Context: an optimization exercise on an open-source flow, tuned for small area. The choices shown serve that exercise and are no tape-out recipe. Only simulation tests tie the RTL to the original design; equivalence was not proved. No activity file was given, so power comes from the tool's default toggle rates.

==> trial 25: inputs <==
## motion_top
module motion_top (
    input  logic                        clk,
    input  logic                        rst_n,
    input  logic                        reg_wr_valid,
    input  motion_pkg::reg_write_t      reg_wr,
    input  logic                        cmd_valid,
    input  motion_pkg::step_cmd_t       cmd,
    output logic                        cmd_ready,
    input  logic [4-1:0] endstop,
    output logic [4-1:0]   motor_step,
    output logic [4-1:0]   motor_dir,
    output logic [4-1:0]   motor_enable,
    output logic [4-1:0] endstop_state,
    output logic                        abort
);
    logic [32-1:0] wdata_n;
    logic [32-1:0] pre_q, pulse_q, post_q;   
    logic [15:0] cfg_q;                                  
    logic [7:0]  opt_q;                                  
    logic        unlock;
    logic [7:0]  wsel;
    assign wdata_n = ~(reg_wr.data & {32{rst_n}});
    always_comb begin
        wsel = '0;
        wsel[reg_wr.addr] = reg_wr_valid;
    end
    always_ff @(posedge clk) begin
        if (!rst_n || wsel[0]) pre_q   <= wdata_n;
        if (!rst_n || wsel[1]) pulse_q <= wdata_n;
        if (!rst_n || wsel[2]) post_q  <= wdata_n;
        if (!rst_n || wsel[3]) cfg_q   <= wdata_n[15:0];
        if (!rst_n || wsel[4]) opt_q   <= wdata_n[7:0];
        unlock <= rst_n && wsel[5];
    end
    localparam logic [1:0] ST_IDLE = 2'b00, ST_PRE = 2'b01, ST_PULSE = 2'b11, ST_POST = 2'b10;
    logic [1:0]                state [3];
    logic [32-1:0] cnt_q [3];   
    logic [2:0]                ax_dir;
    logic [2:0]                ax_step;
    logic [2:0]                ax_idle;
    for (genvar a = 0; a < 3; a++) begin : g_axis
        logic                      done;
        logic                      start;
        logic                      ld_pre, ld_pulse, ld_post, hold;
        logic [32-1:1] ones;
        logic [32-1:0] cnt_d;
        assign ax_idle[a] = (state[a] == ST_IDLE);
        assign ax_step[a] = (state[a] == ST_PULSE);
        assign start      = cmd_valid && (cmd.axis == a) && !abort;
        assign ld_pre   = (state[a] == ST_IDLE);
        assign ld_pulse = done && (state[a] == ST_PRE);
        assign ld_post  = done && (state[a] == ST_PULSE);
        assign hold     = ld_pre || ld_pulse || ld_post;
        step_zero_chain u_done (
            .cnt_n (cnt_q[a]),
            .done  (done)
        );
  ...
==> module step_ones_nand, before the edit <==
module step_ones_nand (
    input  logic ones,
    input  logic cnt_b,
    output logic ones_n
);
    assign ones_n = !(ones && cnt_b);
endmodule
==> module step_ones_nor, before the edit <==
module step_ones_nor (
    input  logic ones_n,
    input  logic cnt_b,
    output logic ones
);
    assign ones = !ones_n && cnt_b;
endmodule
==> module step_zero_chain, before the edit <==
module step_zero_chain (
    input  logic [32-1:0] cnt_n,
    output logic                      done
);
    assign done = &cnt_n[32-1:1];
endmodule
==> module motion_top, before the edit <==
module motion_top (
    input  logic                        clk,
    input  logic                        rst_n,
    input  logic                        reg_wr_valid,
    input  motion_pkg::reg_write_t      reg_wr,
    input  logic                        cmd_valid,
    input  motion_pkg::step_cmd_t       cmd,
    output logic                        cmd_ready,
    input  logic [4-1:0] endstop,
    output logic [4-1:0]   motor_step,
    output logic [4-1:0]   motor_dir,
    output logic [4-1:0]   motor_enable,
    output logic [4-1:0] endstop_state,
    output logic                        abort
);
    logic [32-1:0] wdata_n;
    logic [32-1:0] pre_q, pulse_q, post_q;   
    logic [15:0] cfg_q;                                  
    logic [7:0]  opt_q;                                  
    logic        unlock;
    logic [7:0]  wsel;
    assign wdata_n = ~(reg_wr.data & {32{rst_n}});
    always_comb begin
        wsel = '0;
        wsel[reg_wr.addr] = reg_wr_valid;
    end
    always_ff @(posedge clk) begin
        if (!rst_n || wsel[0]) pre_q   <= wdata_n;
        if (!rst_n || wsel[1]) pulse_q <= wdata_n;
        if (!rst_n || wsel[2]) post_q  <= wdata_n;
        if (!rst_n || wsel[3]) cfg_q   <= wdata_n[15:0];
        if (!rst_n || wsel[4]) opt_q   <= wdata_n[7:0];
        unlock <= rst_n && wsel[5];
    end
    localparam logic [1:0] ST_IDLE = 2'b00, ST_PRE = 2'b01, ST_PULSE = 2'b11, ST_POST = 2'b10;
    logic [1:0]                state [3];
    logic [32-1:0] cnt_q [3];   
    logic [2:0]                ax_dir;
    logic [2:0]                ax_step;
    logic [2:0]                ax_idle;
    for (genvar a = 0; a < 3; a++) begin : g_axis
        logic                      done;
        logic                      start;
        logic                      ld_pre, ld_pulse, ld_post, hold;
        logic [32-1:1] ones;
        logic [32-1:0] cnt_d;
        assign ax_idle[a] = (state[a] == ST_IDLE);
        assign ax_step[a] = (state[a] == ST_PULSE);
        assign start      = cmd_valid && (cmd.axis == a) && !abort;
        assign ld_pre   = (state[a] == ST_IDLE);
        assign ld_pulse = done && (state[a] == ST_PRE);
        assign ld_post  = done && (state[a] == ST_PULSE);
        assign hold     = ld_pre || ld_pulse || ld_post;
        step_zero_chain u_done (
            .cnt_n (cnt_q[a]),
            .done  (done)
        );
        assign ones[1] = cnt_q[a][0];
        for (genvar i = 2; i < 32; i++) begin : g_ones
            if (i % 2 == 0) begin : g_nand
                step_ones_nand u_st (.ones (ones[i-1]), .cnt_b (cnt_q[a][i-1]), .ones_n (ones[i]));
            end else begin : g_nor
                step_ones_nor u_st (.ones_n (ones[i-1]), .cnt_b (cnt_q[a][i-1]), .ones (ones[i]));
            end
        end
        step_pulse_bit0 u_bit0 (
            .pre_b    (pre_q[0]),
            .pulse_b  (pulse_q[0]),
            .post_b   (post_q[0]),
            .cnt_b    (cnt_q[a][0]),
            .ld_pre   (ld_pre),
            .ld_pulse (ld_pulse),
            .ld_post  (ld_post),
            .hold     (hold),
            .next_b   (cnt_d[0])
        );
        for (genvar i = 1; i < 32; i++) begin : g_bit
            step_pulse_gen #(.INV(i % 2 == 0)) u_bit (
                .pre_b      (pre_q[i]),
                .pulse_b    (pulse_q[i]),
                .post_b     (post_q[i]),
                .cnt_b      (cnt_q[a][i]),
                .low_ones_p (ones[i]),
                .ld_pre     (ld_pre),
                .ld_pulse   (ld_pulse),
                .ld_post    (ld_post),
                .hold       (hold),
                .next_b     (cnt_d[i])
            );
        end
        always_ff @(posedge clk)
            cnt_q[a] <= cnt_d;
        always_ff @(posedge clk) begin
            if (!rst_n)
                state[a] <= ST_IDLE;
            else if (state[a] == ST_IDLE) begin
                if (start)
                    state[a] <= ST_PRE;
            end else if (done)
                state[a] <= {state[a][0], !state[a][1]};
        end
        always_ff @(posedge clk) begin
            if (!rst_n || (start && ax_idle[a]))
                ax_dir[a] <= cmd.dir && rst_n;
        end
    end
    assign cmd_ready = (cmd.axis == 2'd3) || ax_idle[cmd.axis] || abort;
    logic [3:0] sync0, sync1;
    logic [3:0] hit_vec;
    always_ff @(posedge clk) begin
        sync0 <= endstop & {4{rst_n}};
        sync1 <= sync0 & {4{rst_n}};
    end
    assign endstop_state = sync1;
    for (genvar i = 0; i < 4; i++) begin : g_hit
        assign hit_vec[i] = !opt_q[2*i+1] && (sync1[i] != opt_q[2*i]);
    end
    always_ff @(posedge clk) begin
        if (!rst_n)
            abort <= 1'b0;
        else if (|hit_vec)
            abort <= 1'b1;
        else if (unlock)
            abort <= 1'b0;
    end
    logic [3:0] ax_step4, ax_dir4;
    assign ax_step4 = {1'b0, ax_step};
    assign ax_dir4  = {1'b0, ax_dir};
    for (genvar m = 0; m < 4; m++) begin : g_motor
        logic [1:0] sel;
        assign sel = ~cfg_q[4*m+1 +: 2];
        always_ff @(posedge clk) begin
            motor_enable[m] <= !rst_n || cfg_q[4*m];
            motor_step[m]   <= rst_n && ax_step4[sel];
            motor_dir[m]    <= rst_n && (ax_dir4[sel] ^ !cfg_q[4*m+3]);
        end
    end
endmodule
Settings: LEC_CHECK=0, CAP_MARGIN=20, CORE_MARGIN=2, CORE_UTILIZATION=65, PLACE_DENSITY=0.75, SLEW_MARGIN=20, SYNTH_HIERARCHICAL=1, SYNTH_MINIMUM_KEEP_SIZE=0; clock period 5.0 ns.
standard.sh (not shown) runs the stock make flow with config.mk's settings and CLKGATE_MAP_FILE= SYNTH_SCRIPT=/design/flow/synth_recipe.tcl, a recipe that flattens the netlist after the stock synthesis.
==> flow/flow/run.sh <==
#!/bin/bash
# Own layout flow: the standard ORFS flow with
#  - synthesis identical to synth_recipe.tcl except that ABC maps the
#    combinational logic with an area-oriented script (flow/abc_area.script);
#    registers are untouched by ABC, so they keep the standard names and cells
#  - port buffers of the smallest buffer cell
#  - clock tree built from small clock buffers, without dummy loads
set -euo pipefail
W=$PWD
cat > "$W/area_synth.tcl" <<EOS
proc abc {args} {
  set i [lsearch -exact \$args -script]
  if {\$i >= 0} { lset args [expr {\$i+1}] $W/flow/abc_area.script }
  yosys abc {*}\$args
}
source $W/synth_recipe.tcl
EOS
make -C "$FLOW_HOME" DESIGN_CONFIG="$W/config.mk" WORK_HOME="$W/orfs" CLKGATE_MAP_FILE= \
  SYNTH_SCRIPT="$W/area_synth.tcl" synth > "$W/synth.log" 2>&1
export BUFFER_PORTS_ARGS="-buffer_cell sky130_fd_sc_hd__buf_1"
export CTS_ARGS="-sink_clustering_enable -repair_clock_nets -dont_use_dummy_load -sink_clustering_size 16 -sink_clustering_max_diameter 60 -buf_list {sky130_fd_sc_hd__clkbuf_8}"
bash "$W/standard.sh" > "$W/layout.log" 2>&1
==> flow/flow/abc_area.script <==
&get -n
&st
&deepsyn -T 20
&dch -f
&nf -R 1000 -F 8 -A 4 -a
&put
mfs3 -a
==> trial 69: changes against trial 25 <==
--- a/flow/design.v
+++ b/flow/design.v
@@ -58,25 +58,46 @@
     assign next_b = (pre_b & ld_pre) | (pulse_b & ld_pulse) | (post_b & ld_post) |
                     (!cnt_b & !hold);
 endmodule
-module step_ones_nand (
-    input  logic ones,
-    input  logic cnt_b,
-    output logic ones_n
-);
-    assign ones_n = !(ones && cnt_b);
-endmodule
-module step_ones_nor (
-    input  logic ones_n,
-    input  logic cnt_b,
-    output logic ones
-);
-    assign ones = !ones_n && cnt_b;
+module step_nand2 (
+    input  logic a,
+    input  logic b,
+    output logic y
+);
+    assign y = !(a && b);
+endmodule
+module step_nor2b (
+    input  logic a_n,
+    input  logic b,
+    output logic y
+);
+    assign y = !a_n && b;
+endmodule
+module step_nor2 (
+    input  logic a,
+    input  logic b,
+    output logic y
+);
+    assign y = !(a || b);
+endmodule
+module step_nand2b (
+    input  logic a_n,
+    input  logic b,
+    output logic y
+);
+    assign y = !(!a_n && b);
+endmodule
+module step_nand4 (
+    input  logic [3:0] a,
+    output logic       y
+);
+    assign y = !(&a);
 endmodule
 module step_zero_chain (
-    input  logic [32-1:0] cnt_n,
-    output logic                      done
-);
-    assign done = &cnt_n[32-1:1];
+    input  logic [3:1] cnt_n,
+    input  logic [7:1] grp_n,    
+    output logic       done
+);
+    assign done = (&cnt_n) && !(|grp_n);
 endmodule
 `timescale 1ns/1ps
 module motion_top (
@@ -132,16 +153,32 @@
         assign ld_pulse = done && (state[a] == ST_PRE);
         assign ld_post  = done && (state[a] == ST_PULSE);
         assign hold     = ld_pre || ld_pulse || ld_post;
+        logic [7:0] grp_n;
+        logic [7:1] low_g;
+        for (genvar k = 0; k < 8; k++) begin : g_grp
+            step_nand4 u_p (.a (cnt_q[a][4*k +: 4]), .y (grp_n[k]));
+        end
+        assign low_g[1] = grp_n[0];
+        for (genvar k = 2; k < 8; k++) begin : g_low
+            if (k % 2 == 0) begin : g_even
+                step_nor2 u_g (.a (low_g[k-1]), .b (grp_n[k-1]), .y (low_g[k]));
+            end else begin : g_odd
+                step_nand2b u_g (.a_n (grp_n[k-1]), .b (low_g[k-1]), .y (low_g[k]));
+            end
+        end
         step_zero_chain u_done (
-            .cnt_n (cnt_q[a]),
+            .cnt_n (cnt_q[a][3:1]),
+            .grp_n (grp_n[7:1]),
             .done  (done)
         );
         assign ones[1] = cnt_q[a][0];
         for (genvar i = 2; i < 32; i++) begin : g_ones
-            if (i % 2 == 0) begin : g_nand
-                step_ones_nand u_st (.ones (ones[i-1]), .cnt_b (cnt_q[a][i-1]), .ones_n (ones[i]));
+            if (i % 4 == 0) begin : g_grp_start
+                assign ones[i] = low_g[i/4];
+            end else if (((i-1) < 4 ? ((i-1) % 2 == 1) : ((((i-1) / 4) % 2 == 0) ^ ((i-1) % 2 == 1)))) begin : g_nand
+                step_nand2 u_st (.a (ones[i-1]), .b (cnt_q[a][i-1]), .y (ones[i]));
             end else begin : g_nor
-                step_ones_nor u_st (.ones_n (ones[i-1]), .cnt_b (cnt_q[a][i-1]), .ones (ones[i]));
+                step_nor2b u_st (.a_n (ones[i-1]), .b (cnt_q[a][i-1]), .y (ones[i]));
             end
         end
         step_pulse_bit0 u_bit0 (
@@ -156,7 +193,7 @@
             .next_b   (cnt_d[0])
         );
         for (genvar i = 1; i < 32; i++) begin : g_bit
-            step_pulse_gen #(.INV(i % 2 == 0)) u_bit (
+            step_pulse_gen #(.INV(!((i) < 4 ? ((i) % 2 == 1) : ((((i) / 4) % 2 == 0) ^ ((i) % 2 == 1))))) u_bit (
                 .pre_b      (pre_q[i]),
                 .pulse_b    (pulse_q[i]),
                 .post_b     (post_q[i]),
--- a/flow/flow/run.sh
+++ b/flow/flow/run.sh
@@ -18,5 +18,5 @@
 make -C "$FLOW_HOME" DESIGN_CONFIG="$W/config.mk" WORK_HOME="$W/orfs" CLKGATE_MAP_FILE= \
   SYNTH_SCRIPT="$W/area_synth.tcl" synth > "$W/synth.log" 2>&1
 export BUFFER_PORTS_ARGS="-buffer_cell sky130_fd_sc_hd__buf_1"
-export CTS_ARGS="-sink_clustering_enable -repair_clock_nets -dont_use_dummy_load -sink_clustering_size 16 -sink_clustering_max_diameter 60 -buf_list {sky130_fd_sc_hd__clkbuf_8}"
+export CTS_ARGS="-sink_clustering_enable -repair_clock_nets -dont_use_dummy_load -sink_clustering_size 18 -sink_clustering_max_diameter 60 -buf_list {sky130_fd_sc_hd__clkbuf_8}"
 bash "$W/standard.sh" > "$W/layout.log" 2>&1
--- a/flow/config.mk
+++ b/flow/config.mk
@@ -5,10 +5,10 @@
 export SDC_FILE = /design/flow/constraint.sdc
 export NUM_CORES = 4
 export LEC_CHECK = 0
-export CAP_MARGIN = 20
+export CAP_MARGIN = 0
 export CORE_MARGIN = 2
 export CORE_UTILIZATION = 65
 export PLACE_DENSITY = 0.75
-export SLEW_MARGIN = 20
+export SLEW_MARGIN = 0
 export SYNTH_HIERARCHICAL = 1
 export SYNTH_MINIMUM_KEEP_SIZE = 0
==> build 29: changes against trial 25 <==
--- a/flow/design.v
+++ b/flow/design.v
@@ -58,25 +58,46 @@
     assign next_b = (pre_b & ld_pre) | (pulse_b & ld_pulse) | (post_b & ld_post) |
                     (!cnt_b & !hold);
 endmodule
-module step_ones_nand (
-    input  logic ones,
-    input  logic cnt_b,
-    output logic ones_n
-);
-    assign ones_n = !(ones && cnt_b);
-endmodule
-module step_ones_nor (
-    input  logic ones_n,
-    input  logic cnt_b,
-    output logic ones
-);
-    assign ones = !ones_n && cnt_b;
+module step_nand2 (
+    input  logic a,
+    input  logic b,
+    output logic y
+);
+    assign y = !(a && b);
+endmodule
+module step_nor2b (
+    input  logic a_n,
+    input  logic b,
+    output logic y
+);
+    assign y = !a_n && b;
+endmodule
+module step_nor2 (
+    input  logic a,
+    input  logic b,
+    output logic y
+);
+    assign y = !(a || b);
+endmodule
+module step_nand2b (
+    input  logic a_n,
+    input  logic b,
+    output logic y
+);
+    assign y = !(!a_n && b);
+endmodule
+module step_nand4 (
+    input  logic [3:0] a,
+    output logic       y
+);
+    assign y = !(&a);
 endmodule
 module step_zero_chain (
-    input  logic [32-1:0] cnt_n,
-    output logic                      done
-);
-    assign done = &cnt_n[32-1:1];
+    input  logic [3:1] cnt_n,
+    input  logic [7:1] grp_n,    
+    output logic       done
+);
+    assign done = (&cnt_n) && !(|grp_n);
 endmodule
 `timescale 1ns/1ps
 module motion_top (
@@ -132,16 +153,32 @@
         assign ld_pulse = done && (state[a] == ST_PRE);
         assign ld_post  = done && (state[a] == ST_PULSE);
         assign hold     = ld_pre || ld_pulse || ld_post;
+        logic [7:0] grp_n;
+        logic [7:1] low_g;
+        for (genvar k = 0; k < 8; k++) begin : g_grp
+            step_nand4 u_p (.a (cnt_q[a][4*k +: 4]), .y (grp_n[k]));
+        end
+        assign low_g[1] = grp_n[0];
+        for (genvar k = 2; k < 8; k++) begin : g_low
+            if (k % 2 == 0) begin : g_even
+                step_nor2 u_g (.a (low_g[k-1]), .b (grp_n[k-1]), .y (low_g[k]));
+            end else begin : g_odd
+                step_nand2b u_g (.a_n (grp_n[k-1]), .b (low_g[k-1]), .y (low_g[k]));
+            end
+        end
         step_zero_chain u_done (
-            .cnt_n (cnt_q[a]),
+            .cnt_n (cnt_q[a][3:1]),
+            .grp_n (grp_n[7:1]),
             .done  (done)
         );
         assign ones[1] = cnt_q[a][0];
         for (genvar i = 2; i < 32; i++) begin : g_ones
-            if (i % 2 == 0) begin : g_nand
-                step_ones_nand u_st (.ones (ones[i-1]), .cnt_b (cnt_q[a][i-1]), .ones_n (ones[i]));
+            if (i % 4 == 0) begin : g_grp_start
+                assign ones[i] = low_g[i/4];
+            end else if (((i-1) < 4 ? ((i-1) % 2 == 1) : ((((i-1) / 4) % 2 == 0) ^ ((i-1) % 2 == 1)))) begin : g_nand
+                step_nand2 u_st (.a (ones[i-1]), .b (cnt_q[a][i-1]), .y (ones[i]));
             end else begin : g_nor
-                step_ones_nor u_st (.ones_n (ones[i-1]), .cnt_b (cnt_q[a][i-1]), .ones (ones[i]));
+                step_nor2b u_st (.a_n (ones[i-1]), .b (cnt_q[a][i-1]), .y (ones[i]));
             end
         end
         step_pulse_bit0 u_bit0 (
@@ -156,7 +193,7 @@
             .next_b   (cnt_d[0])
         );
         for (genvar i = 1; i < 32; i++) begin : g_bit
-            step_pulse_gen #(.INV(i % 2 == 0)) u_bit (
+            step_pulse_gen #(.INV(!((i) < 4 ? ((i) % 2 == 1) : ((((i) / 4) % 2 == 0) ^ ((i) % 2 == 1))))) u_bit (
                 .pre_b      (pre_q[i]),
                 .pulse_b    (pulse_q[i]),
                 .post_b     (post_q[i]),
==> flow/config.mk (replaced) <==
export PLATFORM = sky130hd
export DESIGN_NAME = motion_top
export DESIGN_NICKNAME = motion_top
export VERILOG_FILES = /design/flow/design.v
export SDC_FILE = /design/flow/constraint.sdc
export NUM_CORES = 4
export LEC_CHECK = 0
export CAP_MARGIN = 0
export CORE_MARGIN = 2
export CORE_UTILIZATION = 55
export PLACE_DENSITY = 0.65
export SLEW_MARGIN = 0
export SYNTH_HIERARCHICAL = 1
export SYNTH_MINIMUM_KEEP_SIZE = 0
==> run notes <==
- Trial 25 went through all stages and came out clean. Trial 69 went through all stages and came out clean. Build 29 went through all stages and came out clean.
- Of trial 25 and trial 69, trial 25 has the higher cell count (gap 4.3%, measured against trial 69).
- In trial 25 the utilization is higher than in build 29, by 14 points.
- In build 29 the fmax is lower than in trial 69, by 9.2%.
- The highest via count belongs to trial 25, the lowest to trial 69.
- Synthesized area is about the same in build 29 and trial 69.
- Between build 29 and trial 69, the lower clock skew is in build 29 (gap 23 ps).
- In trial 25 the die area is smaller than in build 29, by about 15%.
- Synthesized cell count is about the same in build 29 and trial 25.
==> figures <==
| item | trial 69 | trial 25 | build 29 |
|---|---|---|---|
| Status | complete, no violations | complete, no violations | complete, no violations |
| Count of buffer and inverter cells on the critical path | 0 | 0 | 1 |
| Worst-Skew Late Latency | 540 ps | 540 ps | 520 ps |
| Cell at the slowest stage of the critical path | nor2_1 | dfxtp_2 | nor2_2 |
| Source of the worst register-to-register timing path | cnt_q[1][2] | cnt_q[1][1] | cnt_q[2][4] |
| Largest fanout on the critical path | 4 | 3 | 22 |
| Die area | 16,210 sq um | 16,180 sq um | 19,050 sq um |
| Number of buffers created by CTS | 18 | 19 | 19 |
| RSZ-0062 raised after global routing | no | - | no |
| Capturing point of the worst reg2reg path | cnt_q[1][31] | cnt_q[1][31] | cnt_q[2][0] |
| Clock network area share | 2.299% | 2.326% | 2.410% |
| Switching fraction of total power | 25.12% | 25.10% | 25.16% |
| Endpoint of the worst hold path | motor_enable[1] | motor_enable[2] | motor_enable[3] |
| Sequential portion of the cell area | 57.30% | 54.96% | 56.91% |
| Worst hold start | cfg_q[4] | cfg_q[8] | cfg_q[12] |
| # rows | 45 | 45 | 49 |
| Worst setup path startpoint | cnt_q[1][2] | cnt_q[1][1] | cnt_q[2][4] |
| Met2 WL | 11,640 microns | 12,030 microns | 12,060 microns |

-- re-timing with driven ports --
Ports are ideal in the flow. The routed layouts listed here were re-timed in OpenROAD.
Step 1, drivers: a clkbuf_16 drives clk and a buf_2 each remaining input, both assumed.
Step 2 times the ports against the registers' clock, not the clock port: input delays grow and output delays shrink by t, the midpoint of the rising clock arrivals with the driver on.
Slacks: ideal / step 1 / step 2; pairs: ideal / step 1.
run	t, ns	setup slack, ns	worst setup path after step 2	pins driven straight from the clock port
trial 25	0.562	0.323 / 0.323 / 0.323	register to register	1
trial 69	0.557	2.030 / 2.030 / 1.631	input to register	1
build 29	0.550	1.730 / 1.730 / 1.629	input to register	1
After both steps setup and hold are still met in every run listed. For trial 69, which loses most, drivers alone change the setup slack by 0.000 ns; drivers and shift together by -0.399 ns.
